From an optimization exercise on the open Yosys and OpenROAD flow, aimed at small area; shortcuts taken in it are not production practice. The RTL was checked by simulation tests, not by an equivalence proof against the original design. Power figures rest on the tool's default switching activity, not on a simulated workload. The clock port is modelled as an ideal driver; clocking choices that lean on that would not hold on a real chip.

==> module pixelCapture, before the edit <==
module pixelCapture
(
    input  logic                           HCLK,
    input  logic                           HRESETn,
    input  logic [2*24-1:0] beat,
    input  logic [4-1:0]         capRowSel,   
    input  logic [4-1:0]         capRowHold,  
    input  logic                           readShift,   
    input  logic                           readHold,    
    input  logic                           byteShift,   
    input  logic                           byteHold,    
    output logic [7:0]                     rdByte
);
    localparam int BW = 2 * 24;
    localparam int NB = (16 / 2);
    localparam int NR = 4;
    logic          phase;
    logic [NR*NB*BW-1:0] st;                             
    logic [BW-1:0]       beatIn;
    always_ff @(posedge HCLK or negedge HRESETn) begin
        if (!HRESETn) begin
            phase <= 1'b0;
        end else begin
            phase <= ~phase;
        end
    end
    assign beatIn = beat ^ {BW{phase}};
    logic [NR-1:0] shift;
    logic [NR-1:0] hold;
    assign shift = capRowSel | {NR{readShift}};
    assign hold  = capRowHold & {NR{readHold}};
    for (genvar r = 0; r < NR; r++) begin : gRow
        for (genvar b = 0; b < NB; b++) begin : gBeat
            localparam int AT = BW * (NB * r + b);
            logic [BW-1:0] q;
            logic [BW-1:0] d;
            if (r == NR-1 && b == NB-1) begin : gEnd
                localparam int LB = BW - 8;
                assign d[LB-1:0] = ~(({LB{hold[r] & byteHold}} & q[LB-1:0])
                                   | ({LB{byteShift}} & q[BW-1:8])
                                   | ({LB{shift[r]}} & st[AT-BW +: LB]));
                assign d[BW-1:LB] = ~(({8{shift[r]}} | q[BW-1:LB]) & ({8{hold[r]}} | st[AT-8 +: 8]));
            end else if (b > 0) begin : gBody
                assign d = ~(({BW{shift[r]}} | q) & ({BW{hold[r]}} | st[AT-BW +: BW]));
            end else if (r == 0) begin : gHead0
                assign d = ~(({BW{shift[r]}} | q) & ({BW{hold[r]}} | beatIn));
            end else begin : gHead
                assign d = ~(({BW{hold[r]}} & q)
                           | ({BW{capRowSel[r]}} & beatIn)
                           | ({BW{readShift}} & st[AT-BW +: BW]));
            end
            always_ff @(posedge HCLK) begin
                q <= d;
            end
            assign st[AT +: BW] = q;
        end
    end
    assign rdByte = st[BW*(NB*NR-1) +: 8] ^ {8{phase}};
endmodule
==> module imageWrite, before the edit <==
module imageWrite
(
    input  logic                           HCLK,
    input  logic                           HRESETn,
    input  logic                           hsync,
    input  logic [2*24-1:0] beat,         
    input  logic                           bmpAck,
    output logic [8:0]                     bmpOut,       
    output logic                           writeDone
);
    logic       busy;        
    logic       req;         
    logic       pix;         
    logic [5:0] hcnt;        
    logic [4:0] bcnt;        
    logic       takeBeat;
    logic       relDone;     
    logic       beatSent;    
    assign takeBeat = hsync && !busy && !writeDone;
    assign relDone  = busy && !req && !bmpAck;
    assign beatSent = relDone && pix && (hcnt[2:0] == 3'd5);
    always_ff @(posedge HCLK or negedge HRESETn) begin
        if (!HRESETn) begin
            busy      <= 1'b0;
            req       <= 1'b0;
            pix       <= 1'b0;
            bcnt      <= '0;
            writeDone <= 1'b0;
        end else begin
            writeDone <= takeBeat && (bcnt == 5'd31);
            if (takeBeat || beatSent) begin
                bcnt <= bcnt + 1'b1;
            end
            if (!busy) begin
                if (writeDone) begin
                    busy <= 1'b1;
                    req  <= 1'b1;
                    pix  <= 1'b0;
                end
            end else if (req) begin
                if (bmpAck) begin
                    req <= 1'b0;
                end
            end else if (!bmpAck) begin
                if (!pix) begin
                    req <= 1'b1;
                    if (hcnt == 6'd54 - 6'd1) begin
                        pix  <= 1'b1;
                    end
                end else if (hcnt[2:0] == 3'd5) begin
                    if (bcnt == 5'd31) begin
                        busy <= 1'b0;
                        pix  <= 1'b0;
                    end else begin
                        req  <= 1'b1;
                    end
                end else begin
                    req  <= 1'b1;
                end
            end
        end
    end
    always_ff @(posedge HCLK) begin
        if (!busy) begin
            hcnt <= '0;
        end else if (relDone) begin
            if (pix ? (hcnt[2:0] == 3'd5) : (hcnt == 6'd54 - 6'd1)) begin
                hcnt <= '0;
            end else begin
                hcnt <= hcnt + 1'b1;
            end
        end
    end
    logic [3:0] capRowSel;
    logic [3:0] capRowHold;
    logic       readShift;
    logic       readHold;
    for (genvar r = 0; r < 4; r++) begin : gRow
        assign capRowSel[r]  = takeBeat && bcnt[4:3] == 2'(r);
        assign capRowHold[r] = !(takeBeat && bcnt[4:3] == 2'(r));
    end
    assign readShift = beatSent;
    logic byteShift;
    logic byteHold;
    assign byteShift = relDone && pix && (hcnt[2:0] != 3'd5);
    assign byteHold  = !(pix && !req && !bmpAck && hcnt[2:0] != 3'd5);
    assign readHold  = !(pix && !req && !bmpAck && hcnt[2:0] == 3'd5);
    logic [7:0] pixByte;
    logic [7:0] headerByte;
    pixelCapture uCapture (
        .HCLK      (HCLK),
        .HRESETn   (HRESETn),
        .beat      (beat),
        .capRowSel (capRowSel),
        .capRowHold(capRowHold),
        .readShift (readShift),
        .readHold  (readHold),
        .byteShift (byteShift),
        .byteHold  (byteHold),
        .rdByte    (pixByte)
    );
    bmpHeaderGen uHeader (
        .headerIdx  (hcnt),
        .headerByte (headerByte)
    );
    assign bmpOut[8]   = req;
    assign bmpOut[7:0] = pix ? pixByte : headerByte;
endmodule
clock: 10.0 ns
lec_check: 0
abc_area: 1
cap_margin: 0
cell_pad_in_sites_detail_placement: 1
cell_pad_in_sites_global_placement: 1
core_margin: 2
core_utilization: 55
cts_buf_list: sky130_fd_sc_hd__clkbuf_16
cts_cluster_diameter: 80
cts_cluster_size: 30
place_density: 0.7
slew_margin: 0
standard.sh (not shown) runs the stock make flow with config.mk's settings and CLKGATE_MAP_FILE= SYNTH_SCRIPT=/design/flow/synth_recipe.tcl, a recipe that flattens the netlist after the stock synthesis.
==> flow/flow/run.sh <==
#!/bin/bash
# Own layout flow: the standard ORFS flow, run from a copy of the ORFS scripts with
#  - an area-oriented ABC mapping script (combinational logic only; registers come from
#    the same dfflibmap step as the standard synthesis),
#  - CTS without dummy loads,
#  - port buffers of the smallest buffer cell.
# Each tool's output goes to a log file in the work folder (and ORFS's own logs under orfs/logs).
set -euo pipefail
W=$PWD
rm -rf "$W/scripts_mod"
cp -r "$FLOW_HOME/scripts" "$W/scripts_mod"
printf 'strash\ndch\n&get -n\n&nf -R 1000\n&put\ntopo\n' > "$W/scripts_mod/abc_area.script"
sed -i 's/  -repair_clock_nets\]/  -repair_clock_nets -dont_use_dummy_load]/' "$W/scripts_mod/cts.tcl"
grep -q -- '-dont_use_dummy_load' "$W/scripts_mod/cts.tcl"
sed -i 's/buffer_ports {\*}\[env_var_or_empty BUFFER_PORTS_ARGS\]/buffer_ports -buffer_cell sky130_fd_sc_hd__buf_1/' "$W/scripts_mod/global_place.tcl"
grep -q -- '-buffer_cell sky130_fd_sc_hd__buf_1' "$W/scripts_mod/global_place.tcl"
bash standard.sh synth "SCRIPTS_DIR=$W/scripts_mod" > "$W/synth.log" 2>&1
bash standard.sh finish "SCRIPTS_DIR=$W/scripts_mod" > "$W/layout.log" 2>&1
test -f "$W/out/final.def"
Edit:
--- a/flow/design.v
+++ b/flow/design.v
@@ -6,20 +6,19 @@
     input  logic [2*24-1:0] beat,
     input  logic [4-1:0]         capRowSel,   
     input  logic [4-1:0]         capRowHold,  
     input  logic                           readShift,   
     input  logic                           readHold,    
-    input  logic                           byteShift,   
-    input  logic                           byteHold,    
+    input  logic [2:0]                     rdByteSel,   
     output logic [7:0]                     rdByte
 );
     localparam int BW = 2 * 24;
     localparam int NB = (16 / 2);
     localparam int NR = 4;
     logic          phase;
-    logic [NR*NB*BW-1:0] st;                             
-    logic [BW-1:0]       beatIn;
+    logic [BW-1:0] rows [0:NR-1][0:NB-1];                
+    logic [BW-1:0] beatIn;
     always_ff @(posedge HCLK or negedge HRESETn) begin
         if (!HRESETn) begin
             phase <= 1'b0;
         end else begin
             phase <= ~phase;
@@ -28,37 +27,26 @@
     assign beatIn = beat ^ {BW{phase}};
     logic [NR-1:0] shift;
     logic [NR-1:0] hold;
     assign shift = capRowSel | {NR{readShift}};
     assign hold  = capRowHold & {NR{readHold}};
-    for (genvar r = 0; r < NR; r++) begin : gRow
-        for (genvar b = 0; b < NB; b++) begin : gBeat
-            localparam int AT = BW * (NB * r + b);
-            logic [BW-1:0] q;
-            logic [BW-1:0] d;
-            if (r == NR-1 && b == NB-1) begin : gEnd
-                localparam int LB = BW - 8;
-                assign d[LB-1:0] = ~(({LB{hold[r] & byteHold}} & q[LB-1:0])
-                                   | ({LB{byteShift}} & q[BW-1:8])
-                                   | ({LB{shift[r]}} & st[AT-BW +: LB]));
-                assign d[BW-1:LB] = ~(({8{shift[r]}} | q[BW-1:LB]) & ({8{hold[r]}} | st[AT-8 +: 8]));
-            end else if (b > 0) begin : gBody
-                assign d = ~(({BW{shift[r]}} | q) & ({BW{hold[r]}} | st[AT-BW +: BW]));
-            end else if (r == 0) begin : gHead0
-                assign d = ~(({BW{shift[r]}} | q) & ({BW{hold[r]}} | beatIn));
-            end else begin : gHead
-                assign d = ~(({BW{hold[r]}} & q)
-                           | ({BW{capRowSel[r]}} & beatIn)
-                           | ({BW{readShift}} & st[AT-BW +: BW]));
+    always_ff @(posedge HCLK) begin
+        rows[0][0] <= ~(({BW{shift[0]}} | rows[0][0]) & ({BW{hold[0]}} | beatIn));
+        for (int r = 1; r < NR; r++) begin
+            rows[r][0] <= ~(({BW{hold[r]}} & rows[r][0])
+                          | ({BW{capRowSel[r]}} & beatIn)
+                          | ({BW{readShift}} & rows[r-1][NB-1]));
+        end
+        for (int r = 0; r < NR; r++) begin
+            for (int b = 1; b < NB; b++) begin
+                rows[r][b] <= ~(({BW{shift[r]}} | rows[r][b]) & ({BW{hold[r]}} | rows[r][b-1]));
             end
-            always_ff @(posedge HCLK) begin
-                q <= d;
-            end
-            assign st[AT +: BW] = q;
         end
     end
-    assign rdByte = st[BW*(NB*NR-1) +: 8] ^ {8{phase}};
+    logic [BW-1:0] outBeat;
+    assign outBeat = rows[NR-1][NB-1];
+    assign rdByte  = outBeat[8*rdByteSel +: 8] ^ {8{phase}};
 endmodule
 `timescale 1ns/1ps
 module bmpHeaderGen
 (
     input  logic [5:0] headerIdx,
@@ -173,14 +161,10 @@
     for (genvar r = 0; r < 4; r++) begin : gRow
         assign capRowSel[r]  = takeBeat && bcnt[4:3] == 2'(r);
         assign capRowHold[r] = !(takeBeat && bcnt[4:3] == 2'(r));
     end
     assign readShift = beatSent;
-    logic byteShift;
-    logic byteHold;
-    assign byteShift = relDone && pix && (hcnt[2:0] != 3'd5);
-    assign byteHold  = !(pix && !req && !bmpAck && hcnt[2:0] != 3'd5);
     assign readHold  = !(pix && !req && !bmpAck && hcnt[2:0] == 3'd5);
     logic [7:0] pixByte;
     logic [7:0] headerByte;
     pixelCapture uCapture (
         .HCLK      (HCLK),
@@ -188,12 +172,11 @@
         .beat      (beat),
         .capRowSel (capRowSel),
         .capRowHold(capRowHold),
         .readShift (readShift),
         .readHold  (readHold),
-        .byteShift (byteShift),
-        .byteHold  (byteHold),
+        .rdByteSel (hcnt[2:0]),
         .rdByte    (pixByte)
     );
     bmpHeaderGen uHeader (
         .headerIdx  (hcnt),
         .headerByte (headerByte)
Setup slack improves by 0.066 ns.
Final cell count climbs by 0.67%.
Via count drops by 0.45%.
Fmax climbs by 1.3%.
Routed wire length climbs by 3.3%.
Die area climbs by 0.39%.
Count of clock-buffer cells in the layout drops by 1.
Utilization hardly moves.
Sequential power stays flat.

Setup of v38:
Another version of the RTL of imageWrite (not shown whole).
Size: roughly 3400 cells after synthesis, roughly 43000 sq um of cells after synthesis.
==> module imageWrite, before the edit <==
module imageWrite
(
    input  logic                           HCLK,
    input  logic                           HRESETn,
    input  logic                           hsync,
    input  logic [2*24-1:0] beat,         
    input  logic                           bmpAck,
    output logic [8:0]                     bmpOut,       
    output logic                           writeDone
);
    logic       busy;        
    logic       req;         
    logic       pix;         
    logic [5:0] hcnt;        
    logic [4:0] bcnt;        
    logic       takeBeat;
    logic       relDone;     
    logic       beatSent;    
    assign takeBeat = hsync && !busy && !writeDone;
    assign relDone  = busy && !req && !bmpAck;
    assign beatSent = relDone && pix && (hcnt[2:0] == 3'd5);
    always_ff @(posedge HCLK or negedge HRESETn) begin
        if (!HRESETn) begin
            busy      <= 1'b0;
            req       <= 1'b0;
            pix       <= 1'b0;
            hcnt      <= '0;
            bcnt      <= '0;
            writeDone <= 1'b0;
        end else begin
            writeDone <= takeBeat && (bcnt == 5'd31);
            if (takeBeat || beatSent) begin
                bcnt <= bcnt + 1'b1;
            end
            if (!busy) begin
                if (writeDone) begin
                    busy <= 1'b1;
                    req  <= 1'b1;
                    pix  <= 1'b0;
                    hcnt <= '0;
                end
            end else if (req) begin
                if (bmpAck) begin
                    req <= 1'b0;
                end
            end else if (!bmpAck) begin
                if (!pix) begin
                    req <= 1'b1;
                    if (hcnt == 6'd54 - 6'd1) begin
                        pix  <= 1'b1;
                        hcnt <= '0;
                    end else begin
                        hcnt <= hcnt + 1'b1;
                    end
                end else if (hcnt[2:0] == 3'd5) begin
                    hcnt <= '0;
                    if (bcnt == 5'd31) begin
                        busy <= 1'b0;
                        pix  <= 1'b0;
                    end else begin
                        req  <= 1'b1;
                    end
                end else begin
                    hcnt <= hcnt + 1'b1;
                    req  <= 1'b1;
                end
            end
        end
    end
    logic [1:0] capRow;
    logic [1:0] rdRow;
    logic [3:0] rowShift;
    logic [3:0] rowHold;
    assign capRow = bcnt[4:3];
    assign rdRow  = ~bcnt[4:3];
    for (genvar r = 0; r < 4; r++) begin : gRow
        assign rowShift[r] = (takeBeat && capRow == 2'(r)) || (beatSent && rdRow == 2'(r));
        assign rowHold[r]  = !(takeBeat && capRow == 2'(r))
                          && !(pix && !req && !bmpAck && hcnt[2:0] == 3'd5 && rdRow == 2'(r));
    end
    logic [7:0] pixByte;
    logic [7:0] headerByte;
    pixelCapture uCapture (
        .HCLK      (HCLK),
        .HRESETn   (HRESETn),
        .beat      (beat),
        .rowShift  (rowShift),
        .rowHold   (rowHold),
        .rdRow     (rdRow),
        .rdByteSel (hcnt[2:0]),
        .rdByte    (pixByte)
    );
    bmpHeaderGen uHeader (
        .headerIdx  (hcnt),
        .headerByte (headerByte)
    );
    assign bmpOut[8]   = req;
    assign bmpOut[7:0] = pix ? pixByte : headerByte;
endmodule
Settings: LEC_CHECK=0, ABC_AREA=1, CAP_MARGIN=0, CELL_PAD_IN_SITES_DETAIL_PLACEMENT=1, CELL_PAD_IN_SITES_GLOBAL_PLACEMENT=1, CORE_MARGIN=2, CORE_UTILIZATION=55, CTS_BUF_LIST=sky130_fd_sc_hd__clkbuf_16, CTS_CLUSTER_DIAMETER=80, CTS_CLUSTER_SIZE=30, PLACE_DENSITY=0.7, SLEW_MARGIN=0; clock period 10.0 ns.
Scripts as last shown in full above: flow/flow/run.sh
The inputs of v23 differ from those of v38 as listed below.
--- a/flow/design.v
+++ b/flow/design.v
@@ -95,9 +95,8 @@
         if (!HRESETn) begin
             busy      <= 1'b0;
             req       <= 1'b0;
             pix       <= 1'b0;
-            hcnt      <= '0;
             bcnt      <= '0;
             writeDone <= 1'b0;
         end else begin
             writeDone <= takeBeat && (bcnt == 5'd31);
@@ -108,9 +107,8 @@
                 if (writeDone) begin
                     busy <= 1'b1;
                     req  <= 1'b1;
                     pix  <= 1'b0;
-                    hcnt <= '0;
                 end
             end else if (req) begin
                 if (bmpAck) begin
                     req <= 1'b0;
@@ -119,24 +117,30 @@
                 if (!pix) begin
                     req <= 1'b1;
                     if (hcnt == 6'd54 - 6'd1) begin
                         pix  <= 1'b1;
-                        hcnt <= '0;
-                    end else begin
-                        hcnt <= hcnt + 1'b1;
                     end
                 end else if (hcnt[2:0] == 3'd5) begin
-                    hcnt <= '0;
                     if (bcnt == 5'd31) begin
                         busy <= 1'b0;
                         pix  <= 1'b0;
                     end else begin
                         req  <= 1'b1;
                     end
                 end else begin
-                    hcnt <= hcnt + 1'b1;
                     req  <= 1'b1;
                 end
+            end
+        end
+    end
+    always_ff @(posedge HCLK) begin
+        if (!busy) begin
+            hcnt <= '0;
+        end else if (relDone) begin
+            if (pix ? (hcnt[2:0] == 3'd5) : (hcnt == 6'd54 - 6'd1)) begin
+                hcnt <= '0;
+            end else begin
+                hcnt <= hcnt + 1'b1;
             end
         end
     end
     logic [1:0] capRow;
Findings:
- Result for v38 and v23: all clean
- As far as worst setup slack is concerned, v38 and v23 perform about the same.
- Of v23 and v38, it is v23 that has the lower proportion of power drawn by the clock network.
- v38 -> v23: total nets after synthesis decreased slightly
- Looking at v38 and v23, the timing-limited maximum frequency is a wash.
- In v23 relative to v38, total via count after detailed routing had gone down slightly.

==> separate check: timing with driven ports <==
The results above use ideal ports. As a check the final layouts listed here were re-extracted and re-timed, cells and wires unchanged.
Step 1, drivers: a clkbuf_16 drives HCLK and a buf_2 each remaining input, both assumed.
Step 2 times the ports against the registers' clock, not the clock port: input delays grow and output delays shrink by t, the midpoint of the rising clock arrivals with the driver on.
Slacks: ideal / step 1 / step 2; pairs: ideal / step 1.
| run | shift t [ns] | setup WS [ns] | worst setup path after step 2 | slew at the worst register clock pin (ns) | worst slew at a driven data input, ns |
|---|---|---|---|---|---|
| the first run of note 1 | 0.709 | 4.756 / 4.792 / 4.083 | input to register | 0.11 / 0.11 | 0.05 |
| the second run of note 1 | 0.716 | 4.822 / 4.752 / 4.197 | input to register | 0.11 / 0.11 | 0.11 |
| v38 | 0.720 | 3.978 / 3.905 / 4.407 | input to register | 0.11 / 0.11 | 0.08 |
| v23 | 0.726 | 3.980 / 3.912 / 4.638 | register to output | 0.11 / 0.11 | 0.09 |
After both steps setup and hold are still met in every run listed. The setup slack of the first run of note 1, which loses most, moves by +0.036 ns with the drivers and by -0.673 ns with both steps.
